This design comes from an exercise in tuning for small area and few clock cycles per item on the open sky130 flow, not from production work. Where RTL was checked, it was by simulation tests only, not by an equivalence proof against the original.

Setup of the baseline:
==> module cell_hist_accum, before the edit <==
module cell_hist_accum #(
  parameter int IMAGE_WIDTH        = 64,
  parameter int IMAGE_HEIGHT       = 480,
  parameter int CELL_ROW_PIXELS    = 8,
  parameter int CELL_COLUMN_PIXELS = 8,
  parameter int BIN_WIDTH          = 14,
  parameter int BINS               = 9,
  parameter int MAG_WIDTH          = 8,
  parameter int HISTOGRAM_WIDTH    = BIN_WIDTH*(BINS+1)
) (
  input  logic                       clk,
  input  logic                       rst,
  input  logic                       in_valid,
  output logic                       in_ready,
  input  logic [3:0]                 bin_index,
  input  logic [MAG_WIDTH-1:0]       magnitude,
  output logic                       out_valid,
  input  logic                       out_ready,
  output logic [HISTOGRAM_WIDTH-1:0] cell_histogram,
  output logic                       out_last
);
  function automatic logic [13:0] radd(input logic [13:0] a, input logic [13:0] b);
    logic c;
    c = 1'b0;
    for (int i = 0; i < 14; i++) begin
      radd[i] = a[i] ^ b[i] ^ c;
      c = (a[i] & b[i]) | (a[i] & c) | (b[i] & c);
    end
  endfunction
  logic [5:0]  ph;         
  logic [2:0]  cx, px;     
  logic [2:0]  yl;         
  logic [5:0]  yr;         
  logic [7:0]  pending;    
  logic [2:0]  cap_col;    
  logic accept, acc_last;
  logic first_row, last_row, frame_end;
  assign first_row = (yl == 3'd0);
  assign last_row  = (yl == 3'd7);
  assign frame_end = last_row && (yr == 6'd59) && (cx == 3'd7);
  assign in_ready = (ph[5:3] == cx) && ((px != 3'd7) || (ph[2:0] == 3'd7)) &&
                    !((px == 3'd0) && first_row && pending[cx]);
  assign accept   = in_valid && in_ready && !rst;
  assign acc_last = accept && (px == 3'd7);
  always_ff @(posedge clk) begin
    if (rst) begin
      ph <= 6'd57;
      cx <= '0; px <= '0; yl <= '0; yr <= '0;
    end else begin
      ph <= ph + 6'd1;
      if (accept) begin
        px <= px + 3'd1;
        if (px == 3'd7) begin
          cx <= cx + 3'd1;
          if (cx == 3'd7) begin
            yl <= yl + 3'd1;
            if (yl == 3'd7) yr <= (yr == 6'd59) ? 6'd0 : yr + 6'd1;
          end
        end
      end
    end
  end
  logic [13:0] ra [64];
  logic        pv, dv;     
  logic [3:0]  pq, dq;     
  logic [7:0]  pm, dm;     
  logic [7:0]  hc, hd;
  logic [8:0]  m2, curm;
  logic        same;
  logic [8:0]  addend [8];
  always_ff @(posedge clk) begin
    pv <= accept && !bin_index[3];
    pq <= {1'b0, bin_index[2:0]} + {1'b0, ph[2:0]};
    pm <= magnitude;
    dv <= pv && pq[0];
    dq <= pq;
    dm <= pm;
  end
  assign m2   = 9'(radd({6'd0, pm}, {6'd0, dm}));
  assign same = pv && !pq[0] && dv && (pq == dq + 4'd1);
  assign curm = same ? m2 : {1'b0, pm};
  always_comb begin
    for (int i = 0; i < 8; i++) begin
      hc[i] = pv && !pq[0] && (pq[3:1] == 3'(i));
      hd[i] = dv && (dq[3:1] + 3'd1 == 3'(i));
      addend[i] = hc[i] ? curm : (hd[i] ? {1'b0, dm} : 9'd0);
    end
  end
  logic [5:0] gph;
  logic [2:0] gc;
  logic       clr;
  assign gph = ph + 6'd7;
  assign gc  = gph[5:3];
  assign clr = !pending[gc] && !((gc == cx) && (px != 3'd0)) &&
               ((gc < cx) ? last_row : first_row);
  logic [13:0] wsum [8];
  for (genvar i = 0; i < 8; i++) begin : g_add
    cell_hist_add u_add (.a(ra[2*i]), .b(addend[i]), .s(wsum[i]));
  end
  always_ff @(posedge clk) begin
    ra[0] <= clr ? 14'd0 : ra[63];
    for (int i = 0; i < 8; i++) begin
      ra[2*i+1] <= wsum[i];
      if (i < 7) ra[2*i+2] <= ra[2*i+1];
    end
    for (int s = 16; s < 64; s++)
      ra[s] <= ra[s-1];
  end
  logic [10:0] r8, r8_next;
  logic [1:0]  r8s [8];    
  logic        r8_mask;    
  logic        bcy;        
  logic [1:0]  rb [64];
  logic [2:0]  bsum;
  assign r8_next = 11'(radd({3'd0, (accept && px == 3'd0) ? 11'd0 : r8},
                            (accept && bin_index == 4'd8) ? {6'd0, magnitude} : 14'd0));
  always_ff @(posedge clk) begin
    r8 <= r8_next;
    if (acc_last) begin
      for (int k = 0; k < 5; k++) r8s[k] <= r8_next[2*k +: 2];
      r8s[5] <= {1'b0, r8_next[10]};
      r8s[6] <= 2'b00;
      r8s[7] <= {1'b0, frame_end};
    end else begin
      for (int k = 0; k < 7; k++) r8s[k] <= r8s[k+1];
      r8s[7] <= 2'b00;
    end
    if (ph[2:0] == 3'd7) r8_mask <= acc_last && first_row;
  end
  assign bsum = (r8_mask ? 3'd0 : {1'b0, rb[63]}) + {1'b0, r8s[0]} +
                {2'b00, bcy && (ph[2:0] != 3'd0)};
  always_ff @(posedge clk) begin
    bcy   <= bsum[2];
    rb[0] <= bsum[1:0];
    for (int s = 1; s < 64; s++) rb[s] <= rb[s-1];
  end
  logic [13:0] oa [8];
  logic [1:0]  ob [8];
  logic [13:0] tot;
  logic        o_fill;
  logic        start, shift;
  logic [2:0]  k;
  logic [13:0] bterm;
  assign k     = ph[2:0];
  assign start = (k == 3'd0) && pending[cap_col] && (ph[5:3] == cap_col + 3'd2) &&
                 (!out_valid || out_ready);
  assign shift = start || o_fill;
  assign bterm = 14'(rb[7]) << (2*k);
  always_ff @(posedge clk) begin
    if (rst) begin
      pending   <= '0;
      cap_col   <= '0;
      o_fill    <= 1'b0;
      out_valid <= 1'b0;
    end else begin
      if (acc_last && last_row) pending[cx] <= 1'b1;
      if (start) begin
        pending[cap_col] <= 1'b0;
        cap_col <= cap_col + 3'd1;
      end
      o_fill <= start || (o_fill && (k != 3'd7));
      if (o_fill && (k == 3'd7)) out_valid <= 1'b1;
      else if (out_ready)        out_valid <= 1'b0;
    end
  end
  always_ff @(posedge clk) begin
    if (shift) begin
      oa[0] <= ra[22];
      for (int i = 1; i < 8; i++) oa[i] <= oa[i-1];
      ob[7] <= rb[7];
      for (int i = 0; i < 7; i++) ob[i] <= ob[i+1];
      tot <= ((k == 3'd0) ? 14'd0 : tot) + ra[22] + bterm;
    end
  end
  always_comb begin
    for (int b = 0; b < 8; b++) cell_histogram[14*b +: 14] = oa[b];
    for (int i = 0; i < 7; i++) cell_histogram[112 + 2*i +: 2] = ob[i];
    cell_histogram[126 +: 14] = tot;
  end
  assign out_last = ob[7][0];
endmodule
clock: 6.0 ns
lec_check: 0
cap_margin: 20
core_margin: 2
core_utilization: 65
cts_buf_list: sky130_fd_sc_hd__clkbuf_8
cts_cluster_diameter: 50
cts_cluster_size: 18
slew_margin: 20
synth_hierarchical: 1
run.sh (not shown) runs the stock make flow with config.mk's settings and CLKGATE_MAP_FILE= SYNTH_SCRIPT=/design/flow/synth_recipe.tcl, a recipe that flattens the netlist after the stock synthesis.
## Diff of input files: the candidate against the baseline
diff --git a/flow/design.v b/flow/design.v
--- a/flow/design.v
+++ b/flow/design.v
@@ -60,33 +60,34 @@
       end
     end
   end
   logic [13:0] ra [64];
   logic        pv, dv;     
   logic [3:0]  pq, dq;     
-  logic [7:0]  pm, dm;     
+  logic [8:0]  pm;         
+  logic [7:0]  dm;
+  logic [3:0]  nq;
+  logic        nv, same;
   logic [7:0]  hc, hd;
-  logic [8:0]  m2, curm;
-  logic        same;
   logic [8:0]  addend [8];
+  assign nv   = accept && !bin_index[3];
+  assign nq   = {1'b0, bin_index[2:0]} + {1'b0, ph[2:0]};
+  assign same = nv && !nq[0] && pv && pq[0] && (nq == pq + 4'd1);
   always_ff @(posedge clk) begin
-    pv <= accept && !bin_index[3];
-    pq <= {1'b0, bin_index[2:0]} + {1'b0, ph[2:0]};
-    pm <= magnitude;
+    pv <= nv;
+    pq <= nq;
+    pm <= same ? 9'(radd({6'd0, magnitude}, {6'd0, pm[7:0]})) : {1'b0, magnitude};
     dv <= pv && pq[0];
     dq <= pq;
-    dm <= pm;
+    dm <= pm[7:0];
   end
-  assign m2   = 9'(radd({6'd0, pm}, {6'd0, dm}));
-  assign same = pv && !pq[0] && dv && (pq == dq + 4'd1);
-  assign curm = same ? m2 : {1'b0, pm};
   always_comb begin
     for (int i = 0; i < 8; i++) begin
       hc[i] = pv && !pq[0] && (pq[3:1] == 3'(i));
       hd[i] = dv && (dq[3:1] + 3'd1 == 3'(i));
-      addend[i] = hc[i] ? curm : (hd[i] ? {1'b0, dm} : 9'd0);
+      addend[i] = hc[i] ? pm : (hd[i] ? {1'b0, dm} : 9'd0);
     end
   end
   logic [5:0] gph;
   logic [2:0] gc;
   logic       clr;
   assign gph = ph + 6'd7;
Of the candidate and the baseline, it is the candidate that has the higher clock skew.
Any difference in area used by sequential logic in the layout between the candidate and the baseline is small enough to ignore.
Delta (the candidate minus the baseline): synthesized area per cell has increased, final critical-path setup slack rose by 0.10 ns, fraction of the mapped netlist area in simple logic gates shows a reduction of 0.70 points, proportion of final cell area spent on non-clock buffers now sits lower.
| initial antenna violation count | the candidate vs the baseline | 2 lower |
| layout-stage area growth over the synthesis result | lower: the candidate |
Per the comparison of the candidate with the baseline, average vias per placed instance up 0.065; total detailed-routing wirelength down 660 um; clock buffer count from CTS up 2.
Testbench counts of the candidate, summed over its fixed seeds: cycles 491,712, pixels 491,520.
Function not checked in the baseline: the RTL went through the layout flow alone.

The RTL this note starts from:
==> flow/design.v <==
module cell_hist_accum #(
  parameter int IMAGE_WIDTH        = 64,
  parameter int IMAGE_HEIGHT       = 480,
  parameter int CELL_ROW_PIXELS    = 8,
  parameter int CELL_COLUMN_PIXELS = 8,
  parameter int BIN_WIDTH          = 14,
  parameter int BINS               = 9,
  parameter int MAG_WIDTH          = 8,
  parameter int HISTOGRAM_WIDTH    = BIN_WIDTH*(BINS+1)
) (
  input  logic                       clk,
  input  logic                       rst,
  input  logic                       in_valid,
  output logic                       in_ready,
  input  logic [3:0]                 bin_index,
  input  logic [MAG_WIDTH-1:0]       magnitude,
  output logic                       out_valid,
  input  logic                       out_ready,
  output logic [HISTOGRAM_WIDTH-1:0] cell_histogram,
  output logic                       out_last
);
  function automatic logic [13:0] radd(input logic [13:0] a, input logic [13:0] b);
    logic c;
    c = 1'b0;
    for (int i = 0; i < 14; i++) begin
      radd[i] = a[i] ^ b[i] ^ c;
      c = (a[i] & b[i]) | (c & (a[i] ^ b[i]));
    end
  endfunction
  logic [5:0]  ph;         
  logic [2:0]  cx, px;     
  logic [2:0]  yl;         
  logic [5:0]  yr;         
  logic [7:0]  pending;    
  logic [2:0]  cap_col;    
  logic accept, acc_last;
  logic first_row, last_row, frame_end;
  assign first_row = (yl == 3'd0);
  assign last_row  = (yl == 3'd7);
  assign frame_end = last_row && (yr == 6'd59) && (cx == 3'd7);
  assign in_ready = (ph[5:3] == cx) && ((px != 3'd7) || (ph[2:0] == 3'd7)) &&
                    !((px == 3'd0) && first_row && pending[cx]);
  assign accept   = in_valid && in_ready && !rst;
  assign acc_last = accept && (px == 3'd7);
  always_ff @(posedge clk) begin
    if (rst) begin
      ph <= 6'd57;
      cx <= '0; px <= '0; yl <= '0; yr <= '0;
    end else begin
      ph <= ph + 6'd1;
      if (accept) begin
        px <= px + 3'd1;
        if (px == 3'd7) begin
          cx <= cx + 3'd1;
          if (cx == 3'd7) begin
            yl <= yl + 3'd1;
            if (yl == 3'd7) yr <= (yr == 6'd59) ? 6'd0 : yr + 6'd1;
          end
        end
      end
    end
  end
  logic [13:0] ra [64];
  logic        pv, dv;     
  logic [3:0]  pq, dq;     
  logic [7:0]  pm, dm;     
  logic [7:0]  hc, hd;
  logic [8:0]  m2;
  logic [8:0]  addend [8];
  always_ff @(posedge clk) begin
    pv <= accept && !bin_index[3];
    pq <= {1'b0, bin_index[2:0]} + {1'b0, ph[2:0]};
    pm <= magnitude;
    dv <= pv && pq[0];
    dq <= pq;
    dm <= pm;
  end
  assign m2 = 9'(radd({6'd0, pm}, {6'd0, dm}));
  always_comb begin
    for (int i = 0; i < 8; i++) begin
      hc[i] = pv && !pq[0] && (pq[3:1] == 3'(i));
      hd[i] = dv && (dq[3:1] + 3'd1 == 3'(i));
      addend[i] = (hc[i] && hd[i]) ? m2 :
                  {1'b0, (hc[i] ? pm : 8'd0) | (hd[i] ? dm : 8'd0)};
    end
  end
  logic [5:0] gph;
  logic [2:0] gc;
  logic       clr;
  assign gph = ph + 6'd7;
  assign gc  = gph[5:3];
  assign clr = !pending[gc] && !((gc == cx) && (px != 3'd0)) &&
               ((gc < cx) ? last_row : first_row);
  always_ff @(posedge clk) begin
    ra[0] <= clr ? 14'd0 : ra[63];
    for (int i = 0; i < 8; i++) begin
      ra[2*i+1] <= radd(ra[2*i], {5'd0, addend[i]});
      if (i < 7) ra[2*i+2] <= ra[2*i+1];
    end
    for (int s = 16; s < 64; s++)
      ra[s] <= ra[s-1];
  end
  logic [10:0] r8, r8_next;
  logic [1:0]  r8s [8];    
  logic        r8_mask;    
  logic        bcy;        
  logic [1:0]  rb [64];
  logic [2:0]  bsum;
  assign r8_next = 11'(radd({3'd0, (px == 3'd0) ? 11'd0 : r8}, (bin_index == 4'd8) ? {6'd0, magnitude} : 14'd0));
  always_ff @(posedge clk) begin
    if (accept) r8 <= r8_next;
    if (acc_last) begin
      for (int k = 0; k < 5; k++) r8s[k] <= r8_next[2*k +: 2];
      r8s[5] <= {1'b0, r8_next[10]};
      r8s[6] <= 2'b00;
      r8s[7] <= {1'b0, frame_end};
    end else begin
      for (int k = 0; k < 7; k++) r8s[k] <= r8s[k+1];
      r8s[7] <= 2'b00;
    end
    if (ph[2:0] == 3'd7) r8_mask <= acc_last && first_row;
  end
  assign bsum = (r8_mask ? 3'd0 : {1'b0, rb[63]}) + {1'b0, r8s[0]} +
                {2'b00, bcy && (ph[2:0] != 3'd0)};
  always_ff @(posedge clk) begin
    bcy   <= bsum[2];
    rb[0] <= bsum[1:0];
    for (int s = 1; s < 64; s++) rb[s] <= rb[s-1];
  end
  logic [13:0] oa [8];
  logic [1:0]  ob [8];
  logic [13:0] tot;
  logic        o_fill;
  logic        start, shift;
  logic [2:0]  k;
  logic [13:0] bterm;
  assign k     = ph[2:0];
  assign start = (k == 3'd0) && pending[cap_col] && (ph[5:3] == cap_col + 3'd2) &&
                 (!out_valid || out_ready);
  assign shift = start || o_fill;
  assign bterm = 14'(rb[7]) << (2*k);
  always_ff @(posedge clk) begin
    if (rst) begin
      pending   <= '0;
      cap_col   <= '0;
      o_fill    <= 1'b0;
      out_valid <= 1'b0;
    end else begin
      if (acc_last && last_row) pending[cx] <= 1'b1;
      if (start) begin
        pending[cap_col] <= 1'b0;
        cap_col <= cap_col + 3'd1;
      end
      o_fill <= start || (o_fill && (k != 3'd7));
      if (o_fill && (k == 3'd7)) out_valid <= 1'b1;
      else if (out_ready)        out_valid <= 1'b0;
    end
  end
  always_ff @(posedge clk) begin
    if (shift) begin
      oa[0] <= ra[22];
      for (int i = 1; i < 8; i++) oa[i] <= oa[i-1];
      ob[7] <= rb[7];
      for (int i = 0; i < 7; i++) ob[i] <= ob[i+1];
      tot <= radd(radd(start ? 14'd0 : tot, ra[22]), bterm);
    end
  end
  always_comb begin
    for (int b = 0; b < 8; b++) cell_histogram[14*b +: 14] = oa[b];
    for (int i = 0; i < 7; i++) cell_histogram[112 + 2*i +: 2] = ob[i];
    cell_histogram[126 +: 14] = tot;
  end
  assign out_last = ob[7][0];
endmodule
export LEC_CHECK = 0
export CAP_MARGIN = 20
export CORE_MARGIN = 2
export CORE_UTILIZATION = 65
export CTS_BUF_LIST = sky130_fd_sc_hd__clkbuf_4 sky130_fd_sc_hd__clkbuf_8
export CTS_CLUSTER_DIAMETER = 40
export CTS_CLUSTER_SIZE = 16
export SLEW_MARGIN = 20
create_clock -name core_clock -period 6.0 [get_ports {clk}]
The baseline ran to the end with violations: setup timing.
==> next run, changes <==
--- a/flow/design.v
+++ b/flow/design.v
@@ -19,14 +19,6 @@
   output logic [HISTOGRAM_WIDTH-1:0] cell_histogram,
   output logic                       out_last
 );
-  function automatic logic [13:0] radd(input logic [13:0] a, input logic [13:0] b);
-    logic c;
-    c = 1'b0;
-    for (int i = 0; i < 14; i++) begin
-      radd[i] = a[i] ^ b[i] ^ c;
-      c = (a[i] & b[i]) | (c & (a[i] ^ b[i]));
-    end
-  endfunction
   logic [5:0]  ph;         
   logic [2:0]  cx, px;     
   logic [2:0]  yl;         
@@ -61,28 +53,13 @@
     end
   end
   logic [13:0] ra [64];
-  logic        pv, dv;     
-  logic [3:0]  pq, dq;     
-  logic [7:0]  pm, dm;     
-  logic [7:0]  hc, hd;
-  logic [8:0]  m2;
-  logic [8:0]  addend [8];
+  logic        pv;         
+  logic [3:0]  pq;         
+  logic [7:0]  pm;         
   always_ff @(posedge clk) begin
     pv <= accept && !bin_index[3];
     pq <= {1'b0, bin_index[2:0]} + {1'b0, ph[2:0]};
     pm <= magnitude;
-    dv <= pv && pq[0];
-    dq <= pq;
-    dm <= pm;
-  end
-  assign m2 = 9'(radd({6'd0, pm}, {6'd0, dm}));
-  always_comb begin
-    for (int i = 0; i < 8; i++) begin
-      hc[i] = pv && !pq[0] && (pq[3:1] == 3'(i));
-      hd[i] = dv && (dq[3:1] + 3'd1 == 3'(i));
-      addend[i] = (hc[i] && hd[i]) ? m2 :
-                  {1'b0, (hc[i] ? pm : 8'd0) | (hd[i] ? dm : 8'd0)};
-    end
   end
   logic [5:0] gph;
   logic [2:0] gc;
@@ -93,10 +70,8 @@
                ((gc < cx) ? last_row : first_row);
   always_ff @(posedge clk) begin
     ra[0] <= clr ? 14'd0 : ra[63];
-    for (int i = 0; i < 8; i++) begin
-      ra[2*i+1] <= radd(ra[2*i], {5'd0, addend[i]});
-      if (i < 7) ra[2*i+2] <= ra[2*i+1];
-    end
+    for (int q = 0; q < 15; q++)
+      ra[q+1] <= ra[q] + ((pv && pq == 4'(q)) ? {6'd0, pm} : 14'd0);
     for (int s = 16; s < 64; s++)
       ra[s] <= ra[s-1];
   end
@@ -106,7 +81,7 @@
   logic        bcy;        
   logic [1:0]  rb [64];
   logic [2:0]  bsum;
-  assign r8_next = 11'(radd({3'd0, (px == 3'd0) ? 11'd0 : r8}, (bin_index == 4'd8) ? {6'd0, magnitude} : 14'd0));
+  assign r8_next = ((px == 3'd0) ? 11'd0 : r8) + ((bin_index == 4'd8) ? {3'd0, magnitude} : 11'd0);
   always_ff @(posedge clk) begin
     if (accept) r8 <= r8_next;
     if (acc_last) begin
@@ -162,7 +137,7 @@
       for (int i = 1; i < 8; i++) oa[i] <= oa[i-1];
       ob[7] <= rb[7];
       for (int i = 0; i < 7; i++) ob[i] <= ob[i+1];
-      tot <= radd(radd(start ? 14'd0 : tot, ra[22]), bterm);
+      tot <= (start ? 14'd0 : tot) + ra[22] + bterm;
     end
   end
   always_comb begin
Now the flow finished clean.
Via count goes up by 32%.
Utilization goes down by 2.3 points.
Wire length goes up by 17%.
Worst hold slack improves by 3.8 ps.
Clock skew hardly moves.
Clock-buffer cell count goes down by 14.
Worst setup slack improves by 2800 ps.
Die area goes up by 12%.
Non-clock buffer count goes down by 55.
Final area goes up by 8.7%.
Final cell count goes up by 22%.
Synthesized area goes up by 12%.
No run of this note included a check of the RTL's function; only the layout flow was run.

==> static timing again, ports no longer ideal <==
The flow's constraints put no driver on any port. The routed layouts listed below were extracted and timed again, unchanged, in two steps. Step 1 (the two cells are an assumption about what drives the block):
set clk [get_ports {clk}]
set_driving_cell -lib_cell sky130_fd_sc_hd__clkbuf_16 $clk
set_driving_cell -lib_cell sky130_fd_sc_hd__buf_2 [delete_from_list [all_inputs] $clk]
Step 2, shift: input delay + t, output delay - t, t = (earliest + latest rising clock arrival at the registers) / 2. This alone moves slack from input paths to output paths. a / b / c = no drivers / after step 1 / after step 2; a / b = the first two.
run | shift t [ns] | setup slack, ns | worst setup path after step 2 | worst register clock-pin slew, ns
the baseline | 0.737 | 0.170 / 0.170 / 0.170 | register to register | 0.11 / 0.11
the candidate | 0.734 | 0.273 / 0.273 / 0.216 | input to register | 0.11 / 0.11
the first run of note 2 | 0.765 | -1.216 / -1.187 / -1.952 | input to register | 0.10 / 0.10
the second run of note 2 | 0.787 | 1.578 / 1.578 / 0.875 | input to register | 0.10 / 0.10
For the first run of note 2, which loses most, drivers alone change the setup slack by +0.029 ns; drivers and shift together by -0.736 ns.
